This design comes from an exercise in tuning for small area, a short achievable clock period and few clock cycles on the open sky130 flow, not from production work.
The RTL was checked by simulation tests, not by an equivalence proof against the original design.

==> flow/config.mk <==
export PLATFORM = sky130hd
export DESIGN_NAME = alu_core
export DESIGN_NICKNAME = alu_core
export VERILOG_FILES = /design/flow/design.v
export SDC_FILE = /design/flow/constraint.sdc
export NUM_CORES = 4
export LEC_CHECK = 0
export CAP_MARGIN = 20
export CORE_MARGIN = 2
export CORE_UTILIZATION = 40
export PLACE_DENSITY = 0.6
export SLEW_MARGIN = 20
==> flow/constraint.sdc <==
create_clock -name core_clock -period 20.0 [get_ports {clk_i}]
set_input_delay 4.0000 -clock core_clock [delete_from_list [all_inputs] [get_ports {clk_i}]]
set_output_delay 4.0000 -clock core_clock [all_outputs]
set_load 0.01 [all_outputs]
==> flow/design.v <==
package alu_pkg;
    localparam int WORD_W  = 32;
    localparam int SHAMT_W = 5;
    typedef logic [WORD_W-1:0]   word_t;
    typedef logic [2*WORD_W-1:0] dword_t;
    typedef enum logic [4:0] {
        OP_OR    = 5'd0,
        OP_AND   = 5'd1,
        OP_NOR   = 5'd2,
        OP_XOR   = 5'd3,
        OP_SLL   = 5'd4,
        OP_SRL   = 5'd5,
        OP_SRA   = 5'd6,
        OP_ADD   = 5'd7,
        OP_ADDU  = 5'd8,
        OP_SUB   = 5'd9,
        OP_SUBU  = 5'd10,
        OP_SLT   = 5'd11,
        OP_SLTU  = 5'd12,
        OP_CLZ   = 5'd13,
        OP_CLO   = 5'd14,
        OP_MUL   = 5'd15,
        OP_MULT  = 5'd16,
        OP_MULTU = 5'd17,
        OP_MFHI  = 5'd18,
        OP_MFLO  = 5'd19,
        OP_MTHI  = 5'd20,
        OP_MTLO  = 5'd21
    } alu_op_e;
    typedef enum logic [2:0] {
        RES_LOGIC     = 3'd0,
        RES_SHIFT     = 3'd1,
        RES_MOVE      = 3'd2,
        RES_ARITH     = 3'd3,
        RES_MUL       = 3'd4,
        RES_HILO_ONLY = 3'd5
    } res_class_e;
endpackage
package apb_pkg;
    localparam int APB_ADDR_W = 8;
    typedef logic [APB_ADDR_W-1:0] apb_addr_t;
    localparam apb_addr_t ADDR_OPA    = 8'h00;
    localparam apb_addr_t ADDR_OPB    = 8'h04;
    localparam apb_addr_t ADDR_CMD    = 8'h08;
    localparam apb_addr_t ADDR_RESULT = 8'h0C;
    localparam apb_addr_t ADDR_HI     = 8'h10;
    localparam apb_addr_t ADDR_LO     = 8'h14;
    localparam apb_addr_t ADDR_STATUS = 8'h18;
    localparam int STAT_BUSY    = 0;
    localparam int STAT_OVF     = 1;
    localparam int STAT_ILLEGAL = 2;
endpackage
module apb_regs (
    input  logic               clk_i,
    input  logic               rst_n_i,
    input  apb_pkg::apb_addr_t paddr_i,
    input  logic               psel_i,
    input  logic               penable_i,
    input  logic               pwrite_i,
    input  alu_pkg::word_t     pwdata_i,
    output alu_pkg::word_t     prdata_o,
    output logic               pready_o,
    output logic               pslverr_o,
    output logic               launch_o,
    output alu_pkg::alu_op_e   op_o,
    output alu_pkg::word_t     opa_o,
    output alu_pkg::word_t     opb_o,
    input  logic               done_i,
    input  alu_pkg::word_t     result_i,
    input  alu_pkg::word_t     hi_i,
    input  alu_pkg::word_t     lo_i,
    input  logic               ovf_i,
    input  logic               illegal_i
);
    alu_pkg::word_t   opa_q;
    alu_pkg::word_t   opb_q;
    alu_pkg::alu_op_e cmd_q;
    logic    busy_q;
    logic    access;
    logic    mapped;
    logic    writable;
    logic    result_reg;
    logic    wr_ok;
    alu_pkg::word_t   status;
    assign access = psel_i & penable_i;
    always_comb begin
        mapped     = 1'b1;
        writable   = 1'b0;
        result_reg = 1'b0;
        case (paddr_i)
            apb_pkg::ADDR_OPA, apb_pkg::ADDR_OPB, apb_pkg::ADDR_CMD: writable = 1'b1;
            apb_pkg::ADDR_RESULT, apb_pkg::ADDR_HI, apb_pkg::ADDR_LO, apb_pkg::ADDR_STATUS: result_reg = 1'b1;
            default: mapped = 1'b0;
        endcase
    end
    assign pready_o  = ~(access & ~pwrite_i & result_reg & busy_q);
    assign pslverr_o = access & pready_o & (~mapped | (pwrite_i & ~writable));
    assign wr_ok    = access & pwrite_i & writable;
    assign launch_o = wr_ok & (paddr_i == apb_pkg::ADDR_CMD);
    assign op_o     = alu_pkg::alu_op_e'(pwdata_i[4:0]);
    assign opa_o    = opa_q;
    assign opb_o    = opb_q;
    always_ff @(posedge clk_i or negedge rst_n_i) begin
        if (!rst_n_i) begin
            opa_q  <= '0;
            opb_q  <= '0;
            cmd_q  <= alu_pkg::alu_op_e'(0);
            busy_q <= 1'b0;
        end else begin
            if (wr_ok && paddr_i == apb_pkg::ADDR_OPA) begin
                opa_q <= pwdata_i;
            end
            if (wr_ok && paddr_i == apb_pkg::ADDR_OPB) begin
                opb_q <= pwdata_i;
            end
            if (launch_o) begin
                cmd_q <= op_o;
            end
            if (launch_o) begin
                busy_q <= 1'b1;
            end else if (done_i) begin
                busy_q <= 1'b0;
            end
        end
    end
    always_comb begin
        status               = '0;
        status[apb_pkg::STAT_BUSY]    = busy_q;
        status[apb_pkg::STAT_OVF]     = ovf_i;
        status[apb_pkg::STAT_ILLEGAL] = illegal_i;
        case (paddr_i)
            apb_pkg::ADDR_OPA:    prdata_o = opa_q;
            apb_pkg::ADDR_OPB:    prdata_o = opb_q;
            apb_pkg::ADDR_CMD:    prdata_o = alu_pkg::word_t'(cmd_q);
            apb_pkg::ADDR_RESULT: prdata_o = result_i;
            apb_pkg::ADDR_HI:     prdata_o = hi_i;
            apb_pkg::ADDR_LO:     prdata_o = lo_i;
            apb_pkg::ADDR_STATUS: prdata_o = status;
            default:     prdata_o = '0;
        endcase
    end
endmodule
module alu_decode (
    input  logic             clk_i,
    input  logic             rst_n_i,
    input  logic             launch_i,
    input  alu_pkg::alu_op_e op_i,
    input  alu_pkg::word_t   opa_i,
    input  alu_pkg::word_t   opb_i,
    output logic               dec_valid_o,
    output alu_pkg::alu_op_e   dec_op_o,
    output alu_pkg::res_class_e dec_cls_o,
    output alu_pkg::word_t     dec_a_o,
    output alu_pkg::word_t     dec_b_o,
    output logic               dec_sub_en_o,
    output logic               dec_mul_signed_o,
    output logic               dec_ovf_chk_o,
    output logic               dec_illegal_o
);
    logic    valid_q;
    alu_pkg::alu_op_e op_q;
    alu_pkg::word_t   a_q;
    alu_pkg::word_t   b_q;
    always_ff @(posedge clk_i or negedge rst_n_i) begin
        if (!rst_n_i) begin
            valid_q <= 1'b0;
            op_q    <= alu_pkg::alu_op_e'(0);
            a_q     <= '0;
            b_q     <= '0;
        end else begin
            valid_q <= launch_i;
            if (launch_i) begin
                op_q <= op_i;
                a_q  <= opa_i;
                b_q  <= opb_i;
            end
        end
    end
    assign dec_valid_o = valid_q;
    assign dec_op_o    = op_q;
    assign dec_a_o     = a_q;
    assign dec_b_o     = b_q;
    always_comb begin
        dec_cls_o        = alu_pkg::RES_LOGIC;
        dec_sub_en_o     = 1'b0;
        dec_mul_signed_o = 1'b0;
        dec_ovf_chk_o    = 1'b0;
        dec_illegal_o    = 1'b0;
        case (op_q)
            alu_pkg::OP_OR, alu_pkg::OP_AND, alu_pkg::OP_NOR, alu_pkg::OP_XOR: dec_cls_o = alu_pkg::RES_LOGIC;
            alu_pkg::OP_SLL, alu_pkg::OP_SRL, alu_pkg::OP_SRA: dec_cls_o = alu_pkg::RES_SHIFT;
            alu_pkg::OP_ADDU, alu_pkg::OP_SLTU, alu_pkg::OP_CLZ, alu_pkg::OP_CLO: dec_cls_o = alu_pkg::RES_ARITH;
            alu_pkg::OP_MFHI, alu_pkg::OP_MFLO: dec_cls_o = alu_pkg::RES_MOVE;
            alu_pkg::OP_MULTU, alu_pkg::OP_MTHI, alu_pkg::OP_MTLO: dec_cls_o = alu_pkg::RES_HILO_ONLY;
            alu_pkg::OP_ADD: begin
                dec_cls_o     = alu_pkg::RES_ARITH;
                dec_ovf_chk_o = 1'b1;
            end
            alu_pkg::OP_SUB: begin
                dec_cls_o     = alu_pkg::RES_ARITH;
                dec_sub_en_o  = 1'b1;
                dec_ovf_chk_o = 1'b1;
            end
            alu_pkg::OP_SUBU, alu_pkg::OP_SLT: begin
                dec_cls_o    = alu_pkg::RES_ARITH;
                dec_sub_en_o = 1'b1;
            end
            alu_pkg::OP_MUL: begin
                dec_cls_o        = alu_pkg::RES_MUL;
                dec_mul_signed_o = 1'b1;
            end
            alu_pkg::OP_MULT: begin
                dec_cls_o        = alu_pkg::RES_HILO_ONLY;
                dec_mul_signed_o = 1'b1;
            end
            default: dec_illegal_o = 1'b1;
        endcase
    end
endmodule
module alu_execute (
    input  alu_pkg::word_t hi_i,
    input  alu_pkg::word_t lo_i,
    input  alu_pkg::alu_op_e dec_op_i,
    input  alu_pkg::word_t dec_a_i,
    input  alu_pkg::word_t dec_b_i,
    input  logic           dec_sub_en_i,
    input  logic           dec_mul_signed_i,
    output alu_pkg::word_t  logic_res_o,
    output alu_pkg::word_t  shift_res_o,
    output alu_pkg::word_t  move_res_o,
    output alu_pkg::word_t  arith_res_o,
    output logic            ovf_o,
    output alu_pkg::dword_t prod_o   
);
    alu_pkg::word_t  b_eff;
    alu_pkg::word_t  sum;
    alu_pkg::dword_t mul_a;
    alu_pkg::dword_t mul_b;
    alu_pkg::dword_t product;
    logic   [alu_pkg::SHAMT_W-1:0] shamt;
    function automatic alu_pkg::word_t lead_zeros(alu_pkg::word_t v);
        alu_pkg::word_t cnt;
        logic  stop;
        cnt  = '0;
        stop = 1'b0;
        for (int i = alu_pkg::WORD_W - 1; i >= 0; i--) begin
            if (v[i]) begin
                stop = 1'b1;
            end else if (!stop) begin
                cnt = cnt + 1'b1;
            end
        end
        lead_zeros = cnt;
    endfunction
    always_comb begin
        case (dec_op_i)
            alu_pkg::OP_OR:   logic_res_o = dec_a_i | dec_b_i;
            alu_pkg::OP_AND:  logic_res_o = dec_a_i & dec_b_i;
            alu_pkg::OP_NOR:  logic_res_o = ~(dec_a_i | dec_b_i);
            alu_pkg::OP_XOR:  logic_res_o = dec_a_i ^ dec_b_i;
            default: logic_res_o = '0;
        endcase
    end
    assign shamt = dec_a_i[alu_pkg::SHAMT_W-1:0];
    always_comb begin
        case (dec_op_i)
            alu_pkg::OP_SLL:  shift_res_o = dec_b_i << shamt;
            alu_pkg::OP_SRL:  shift_res_o = dec_b_i >> shamt;
            alu_pkg::OP_SRA:  shift_res_o = alu_pkg::word_t'($signed(dec_b_i) >>> shamt);
            default: shift_res_o = '0;
        endcase
    end
    assign b_eff     = dec_b_i ^ {alu_pkg::WORD_W{dec_sub_en_i}};
    assign sum       = dec_a_i + b_eff + alu_pkg::word_t'(dec_sub_en_i);
    assign ovf_o = (dec_a_i[alu_pkg::WORD_W-1] == b_eff[alu_pkg::WORD_W-1]) &&
                       (sum[alu_pkg::WORD_W-1] != dec_a_i[alu_pkg::WORD_W-1]);
    always_comb begin
        case (dec_op_i)
            alu_pkg::OP_ADD, alu_pkg::OP_ADDU, alu_pkg::OP_SUB, alu_pkg::OP_SUBU: arith_res_o = sum;
            alu_pkg::OP_SLT:  arith_res_o = alu_pkg::word_t'($signed(dec_a_i) < $signed(dec_b_i));
            alu_pkg::OP_SLTU: arith_res_o = alu_pkg::word_t'(dec_a_i < dec_b_i);
            alu_pkg::OP_CLZ:  arith_res_o = lead_zeros(dec_a_i);
            alu_pkg::OP_CLO:  arith_res_o = lead_zeros(~dec_a_i);
            default: arith_res_o = '0;
        endcase
    end
    assign mul_a   = dec_mul_signed_i ? {{alu_pkg::WORD_W{dec_a_i[alu_pkg::WORD_W-1]}}, dec_a_i} : {{alu_pkg::WORD_W{1'b0}}, dec_a_i};
    assign mul_b   = dec_mul_signed_i ? {{alu_pkg::WORD_W{dec_b_i[alu_pkg::WORD_W-1]}}, dec_b_i} : {{alu_pkg::WORD_W{1'b0}}, dec_b_i};
    assign product = mul_a * mul_b;
    always_comb begin
        case (dec_op_i)
            alu_pkg::OP_MTHI: prod_o = {dec_a_i, lo_i};
            alu_pkg::OP_MTLO: prod_o = {hi_i, dec_a_i};
            default: prod_o = product;
        endcase
    end
    assign move_res_o = (dec_op_i == alu_pkg::OP_MFHI) ? hi_i :
                            (dec_op_i == alu_pkg::OP_MFLO) ? lo_i : '0;
endmodule
module alu_result (
    input  logic           clk_i,
    input  logic           rst_n_i,
    input  logic           dec_valid_i,
    input  alu_pkg::res_class_e dec_cls_i,
    input  logic           dec_ovf_chk_i,
    input  logic           dec_illegal_i,
    input  alu_pkg::word_t  logic_res_i,
    input  alu_pkg::word_t  shift_res_i,
    input  alu_pkg::word_t  move_res_i,
    input  alu_pkg::word_t  arith_res_i,
    input  logic            units_ovf_i,
    input  alu_pkg::dword_t prod_i,
    output logic           done_o,
    output alu_pkg::word_t result_o,
    output alu_pkg::word_t hi_o,
    output alu_pkg::word_t lo_o,
    output logic           ovf_o,
    output logic           illegal_o
);
    alu_pkg::word_t result_q;
    alu_pkg::word_t hi_q;
    alu_pkg::word_t lo_q;
    logic  ovf_q;
    logic  illegal_q;
    alu_pkg::word_t sel_res;
    always_comb begin
        case (dec_cls_i)
            alu_pkg::RES_LOGIC: sel_res = logic_res_i;
            alu_pkg::RES_SHIFT: sel_res = shift_res_i;
            alu_pkg::RES_MOVE:  sel_res = move_res_i;
            alu_pkg::RES_ARITH: sel_res = arith_res_i;
            alu_pkg::RES_MUL:   sel_res = prod_i[alu_pkg::WORD_W-1:0];
            default:   sel_res = '0;
        endcase
    end
    always_ff @(posedge clk_i or negedge rst_n_i) begin
        if (!rst_n_i) begin
            result_q  <= '0;
            hi_q      <= '0;
            lo_q      <= '0;
            ovf_q     <= 1'b0;
            illegal_q <= 1'b0;
        end else if (dec_valid_i) begin
            ovf_q     <= dec_ovf_chk_i & units_ovf_i;
            illegal_q <= dec_illegal_i;
            if (!dec_illegal_i && !(dec_ovf_chk_i && units_ovf_i)) begin
                if (dec_cls_i == alu_pkg::RES_HILO_ONLY) begin
                    {hi_q, lo_q} <= prod_i;
                end else begin
                    result_q <= sel_res;
                end
            end
        end
    end
    assign done_o    = dec_valid_i;
    assign result_o  = result_q;
    assign hi_o      = hi_q;
    assign lo_o      = lo_q;
    assign ovf_o     = ovf_q;
    assign illegal_o = illegal_q;
endmodule
module alu_core (
    input  logic               clk_i,
    input  logic               rst_n_i,
    input  apb_pkg::apb_addr_t paddr_i,
    input  logic               psel_i,
    input  logic               penable_i,
    input  logic               pwrite_i,
    input  alu_pkg::word_t     pwdata_i,
    output alu_pkg::word_t     prdata_o,
    output logic               pready_o,
    output logic               pslverr_o
);
    logic    launch;
    alu_pkg::alu_op_e op;
    alu_pkg::word_t   opa;
    alu_pkg::word_t   opb;
    logic    done;
    alu_pkg::word_t   result;
    alu_pkg::word_t   hi;
    alu_pkg::word_t   lo;
    logic    ovf;
    logic    illegal;
    logic       dec_valid;
    alu_pkg::alu_op_e    dec_op;
    alu_pkg::res_class_e dec_cls;
    alu_pkg::word_t      dec_a;
    alu_pkg::word_t      dec_b;
    logic       dec_sub_en;
    logic       dec_mul_signed;
    logic       dec_ovf_chk;
    logic       dec_illegal;
    alu_pkg::word_t      logic_res;
    alu_pkg::word_t      shift_res;
    alu_pkg::word_t      move_res;
    alu_pkg::word_t      arith_res;
    logic       unit_ovf;
    alu_pkg::dword_t     prod;
    apb_regs apb_regs_i (
        .clk_i     (clk_i),
        .rst_n_i   (rst_n_i),
        .paddr_i   (paddr_i),
        .psel_i    (psel_i),
        .penable_i (penable_i),
        .pwrite_i  (pwrite_i),
        .pwdata_i  (pwdata_i),
        .prdata_o  (prdata_o),
        .pready_o  (pready_o),
        .pslverr_o (pslverr_o),
        .launch_o  (launch),
        .op_o      (op),
        .opa_o     (opa),
        .opb_o     (opb),
        .done_i    (done),
        .result_i  (result),
        .hi_i      (hi),
        .lo_i      (lo),
        .ovf_i     (ovf),
        .illegal_i (illegal)
    );
    alu_decode alu_decode_i (
        .clk_i    (clk_i),
        .rst_n_i  (rst_n_i),
        .launch_i (launch),
        .op_i     (op),
        .opa_i    (opa),
        .opb_i    (opb),
        .dec_valid_o      (dec_valid),
        .dec_op_o         (dec_op),
        .dec_cls_o        (dec_cls),
        .dec_a_o          (dec_a),
        .dec_b_o          (dec_b),
        .dec_sub_en_o     (dec_sub_en),
        .dec_mul_signed_o (dec_mul_signed),
        .dec_ovf_chk_o    (dec_ovf_chk),
        .dec_illegal_o    (dec_illegal)
    );
    alu_execute alu_execute_i (
        .hi_i  (hi),
        .lo_i  (lo),
        .dec_op_i         (dec_op),
        .dec_a_i          (dec_a),
        .dec_b_i          (dec_b),
        .dec_sub_en_i     (dec_sub_en),
        .dec_mul_signed_i (dec_mul_signed),
        .logic_res_o      (logic_res),
        .shift_res_o      (shift_res),
        .move_res_o       (move_res),
        .arith_res_o      (arith_res),
        .ovf_o            (unit_ovf),
        .prod_o           (prod)
    );
    alu_result alu_result_i (
        .clk_i     (clk_i),
        .rst_n_i   (rst_n_i),
        .dec_valid_i   (dec_valid),
        .dec_cls_i     (dec_cls),
        .dec_ovf_chk_i (dec_ovf_chk),
        .dec_illegal_i (dec_illegal),
        .logic_res_i   (logic_res),
        .shift_res_i   (shift_res),
        .move_res_i    (move_res),
        .arith_res_i   (arith_res),
        .units_ovf_i   (unit_ovf),
        .prod_i        (prod),
        .done_o    (done),
        .result_o  (result),
        .hi_o      (hi),
        .lo_o      (lo),
        .ovf_o     (ovf),
        .illegal_o (illegal)
    );
endmodule
==> flow/run.sh <==
#!/bin/bash
# synth_recipe.tcl (not shown) runs the flow's synth.tcl, then flattens the netlist and writes it again
# the make line also repeats each setting of config.mk as NAME=value (left out here)
make -C /OpenROAD-flow-scripts/flow DESIGN_CONFIG=/design/flow/config.mk WORK_HOME=/design/flow/orfs CLKGATE_MAP_FILE= SYNTH_SCRIPT=/design/flow/synth_recipe.tcl finish
==> impl_metrics.toml <==
[timing]
period_share = 0.933
fmax_ghz = 0.0536
worstMarginPinSlew_ns = 1.23
tns_ns = 0
finalSetupViolations = 0
finalClockSkew_ns = 0.0280
slew_headroom = 0.177
slew_violations = 0
timing.final.hold_violations = 0
period_needed_ns = 18.66

[layout]
finalNetCount = 10300
drive_gt1_frac = 0.0650
area_growth_pct = 6.68
final_common_cell = "inv_1"
postLayoutCellArea_sq_um = 78300
fin_cells = 10800
mostFrequentLayoutCells = "1515 x inv_1, 1441 x fa_1, 1237 x nand2_1"

[setup_path]
worstPathMaxFanout = 28
arrival_ns = 19.14
crit_path_max_incr_delay_ns = 0.45
end_kind = "register"
critPathKind = "reg -> reg"
cp_slowest_cell = "dfrtp_2"
worst_setup_path_start_kind = "register"
worstPathRequired_ns = 20.48
critPathMostFrequentCell = "ha_1"

[drt]
dr.pass1.iters = 10
drc = 0
dr.first_iter.drc_count = 6569
wirelength_mm = 301
via_per_inst = 5.82
vias = 62600
final_antenna_net_count = 0
detail_route.wl_per_cell_um = 28.0

[placement]
placed_cells = 10700
dp_hpwl_mm = 240
dpl-instance-area_sq_um = 77000
port_buffers = 78
gp_congestion = 1.04

[yosys]
ys_seq_area_frac = 0.0795
syn_avg_cell_area_sq_um = 8.64
synth-main-ff-cell = "dfrtp_1"
yosysWarnings = 4
syn_area_sq_um = 73400
async_reset_ff_frac = 1.00
synth_edf_count = 0
synth_top_cells_by_area = "fa_1 39%, ha_1 8.2%, dfrtp_1 7.9%, inv_1 7.8%, nand2_1 6.3%"
yosysTopAreaCell = "fa_1"
netlist_instances = 8493
syn-num-nets = 10500
synth_top_cell_area_share = 0.393
synth-seq-cells = 233
yosysUniqueCellTypes = 122

[global_route]
grt_pass1_wl_mm = 442
grt-ovfl-total = 0
grt_pass1_vias = 64300
antenna_found_initial = 27
grt_max_degree = 138
grt_usage = 0.324

[cts]
numCtsBuffers = 29
cts_tree = "done"
clk_latency_ns = 0.60
root_buffer = "clkbuf_16"
htree_num_levels = 1
clock-sinks = 233
cts_max_path_buffers = 3
path_clk_slew_ns = 0.06

[die]
coreArea_sq_um = 183000
dieArea_sq_um = 187000
pin_count = 79
start_util = 0.402
rows = 157
fp.dieW_um = 432
die_h_um = 432

[outcome]
status = "timing/DRC/antenna clean"

[run]
cap_violations = 0

[worst_hold_path]
min_path_type = "reg -> reg"
final timing paths:
check,cells after the start,endpoint,start,slack [ns]
setup reg to reg,97,alu_result_i.result_q[8],alu_decode_i.a_q[31],1.34
hold reg to reg,2,alu_decode_i.a_q[9],apb_regs_i.opa_q[9],0.51
max in group asynchronous,2,alu_decode_i.a_q[3],rst_n_i,14.94
min in group asynchronous,1,apb_regs_i.opb_q[5],rst_n_i,3.44
setup / recovery,97,alu_result_i.result_q[8],alu_decode_i.a_q[31],1.34
hold / removal,2,alu_decode_i.a_q[9],apb_regs_i.opa_q[9],0.51
per-layer routing:
metal | share of wire | global-route usage | wire length [um] | vias up
met3 | 0.10 | 0.0744 | 31000 | 689
met4 | 0.063 | 0.163 | 18900 | 16
met2 | 0.44 | 0.497 | 132000 | 3243
li1 | - | - | - | 26500
met5 | 0.00035 | 0 | 104 | -
met1 | 0.39 | 0.429 | 118000 | 32200
synth_stat cells, drive strengths merged (14+ instances only):
cell type and n:
inv 1523, fa 1442, nand2 1241, nor2 760, ha 478, o21ai 390, clkbuf 325, a21oi 265
xnor2 247, dfrtp 233, buf 139, mux2i 137, nor3 117, xor2 94, mux2 93, nand3 89
a221oi 60, a21o 51, a22oi 46, and3 45, nand4 45, nor2b 40, a31oi 38, a222oi 34
nand2b 34, nor4 33, a211oi 31, a221o 31, or3 31, and2 28, o21a 28, o211ai 25
o22ai 25, a21boi 24, xnor3 23, o21bai 21, or2 21, a2111oi 17, nor3b 14
logic make-up after synthesis:
logic type                 Yosys count  share of synthesized area
xor gates and xnor gates           366                     0.0518
and+or+nand+nor                   2548                      0.150
AOI/OAI and AO/OA                 1186                      0.105
DFF                                233                     0.0795
buffers and inverters             2000                      0.103
adders and majority gates         1922                      0.475
muxes                              238                     0.0357
stage by stage:
stage / hold slack (ns) / utilization / setup slack, ns
floorplan: 0.449 / - / 1.72
global placement: 0.493 / 0.421 / 0.430
detailed placement: 0.500 / 0.421 / 0.275
CTS: 0.513 / 0.427 / 0.187
global route: 0.525 / 0.428 / -0.0121
finish: 0.515 / 0.428 / 1.34
flip-flops by register name, indices dropped and copies added, names as in the netlist:
name,cells
apb_regs_i.opb_q,32
alu_result_i.illegal_q,1
alu_decode_i.b_q,32
apb_regs_i.opa_q,32
apb_regs_i.busy_q,1
alu_result_i.ovf_q,1
alu_decode_i.valid_q,1
alu_result_i.hi_q,32
alu_result_i.lo_q,32
alu_decode_i.op_q,5
alu_decode_i.a_q,32
alu_result_i.result_q,32
area by class of cell:
cell class,count,area [sq um]
Fill cell,18200,104000
Multi-Input combinational cell,6260,60200
Sequential cell,233,5880
Inverter,1536,5770
Tap cell,2385,2980
Timing Repair Buffer,285,2380
Clock buffer,37,796
Clock inverter,15,262
Antenna cell,7,17.5
worst max-delay path, delay by kind of cell, from the launching register on:
family / cells / cell delay [ns]
multiplexers: 12 / 2.24
adder cells (fa/ha/maj): 29 / 8.86
XOR/XNOR: 1 / 0.18
AND/OR/NAND/NOR: 35 / 3.60
buffers and inverters: 2 / 0.34
AO/OA/AOI/OAI: 18 / 2.82
flip-flops: 1 / 0.45
what timing repair did:
action | CTS | global route
hold buffers | 0 | 0
setup endpoints to repair | 0 | 9
setup buffers | 0 | 6
resized for setup | 0 | 45
Testbench counts, summed over its fixed seeds: cycles 139,972.

[afterwards: timing with drivers on the ports]
No port has a modelled driver above. Below, the same layout with a new extraction and two added sets of constraints.
Step 1 assumes that a clkbuf_16 drives the clock port and a buf_2 every other input.
Step 2 moves the port delays by t, midway between the first and last clock arrival at a register: inputs arrive t later, outputs are due t later. That takes back most of the time a late clock gives input paths.
Slacks: no drivers / after step 1 / after step 2; pairs: no drivers / after step 1.
t, ns: 0.646
setup WS [ns]: 1.340 / 1.340 / 1.340
hold slack, ns: 0.515 / 0.515 / 0.515
slew at the worst register clock pin (ns): 0.07 / 0.07
After both steps this run still meets setup and hold. For this run, drivers alone change the setup slack by 0.000 ns; drivers and shift together by 0.000 ns.
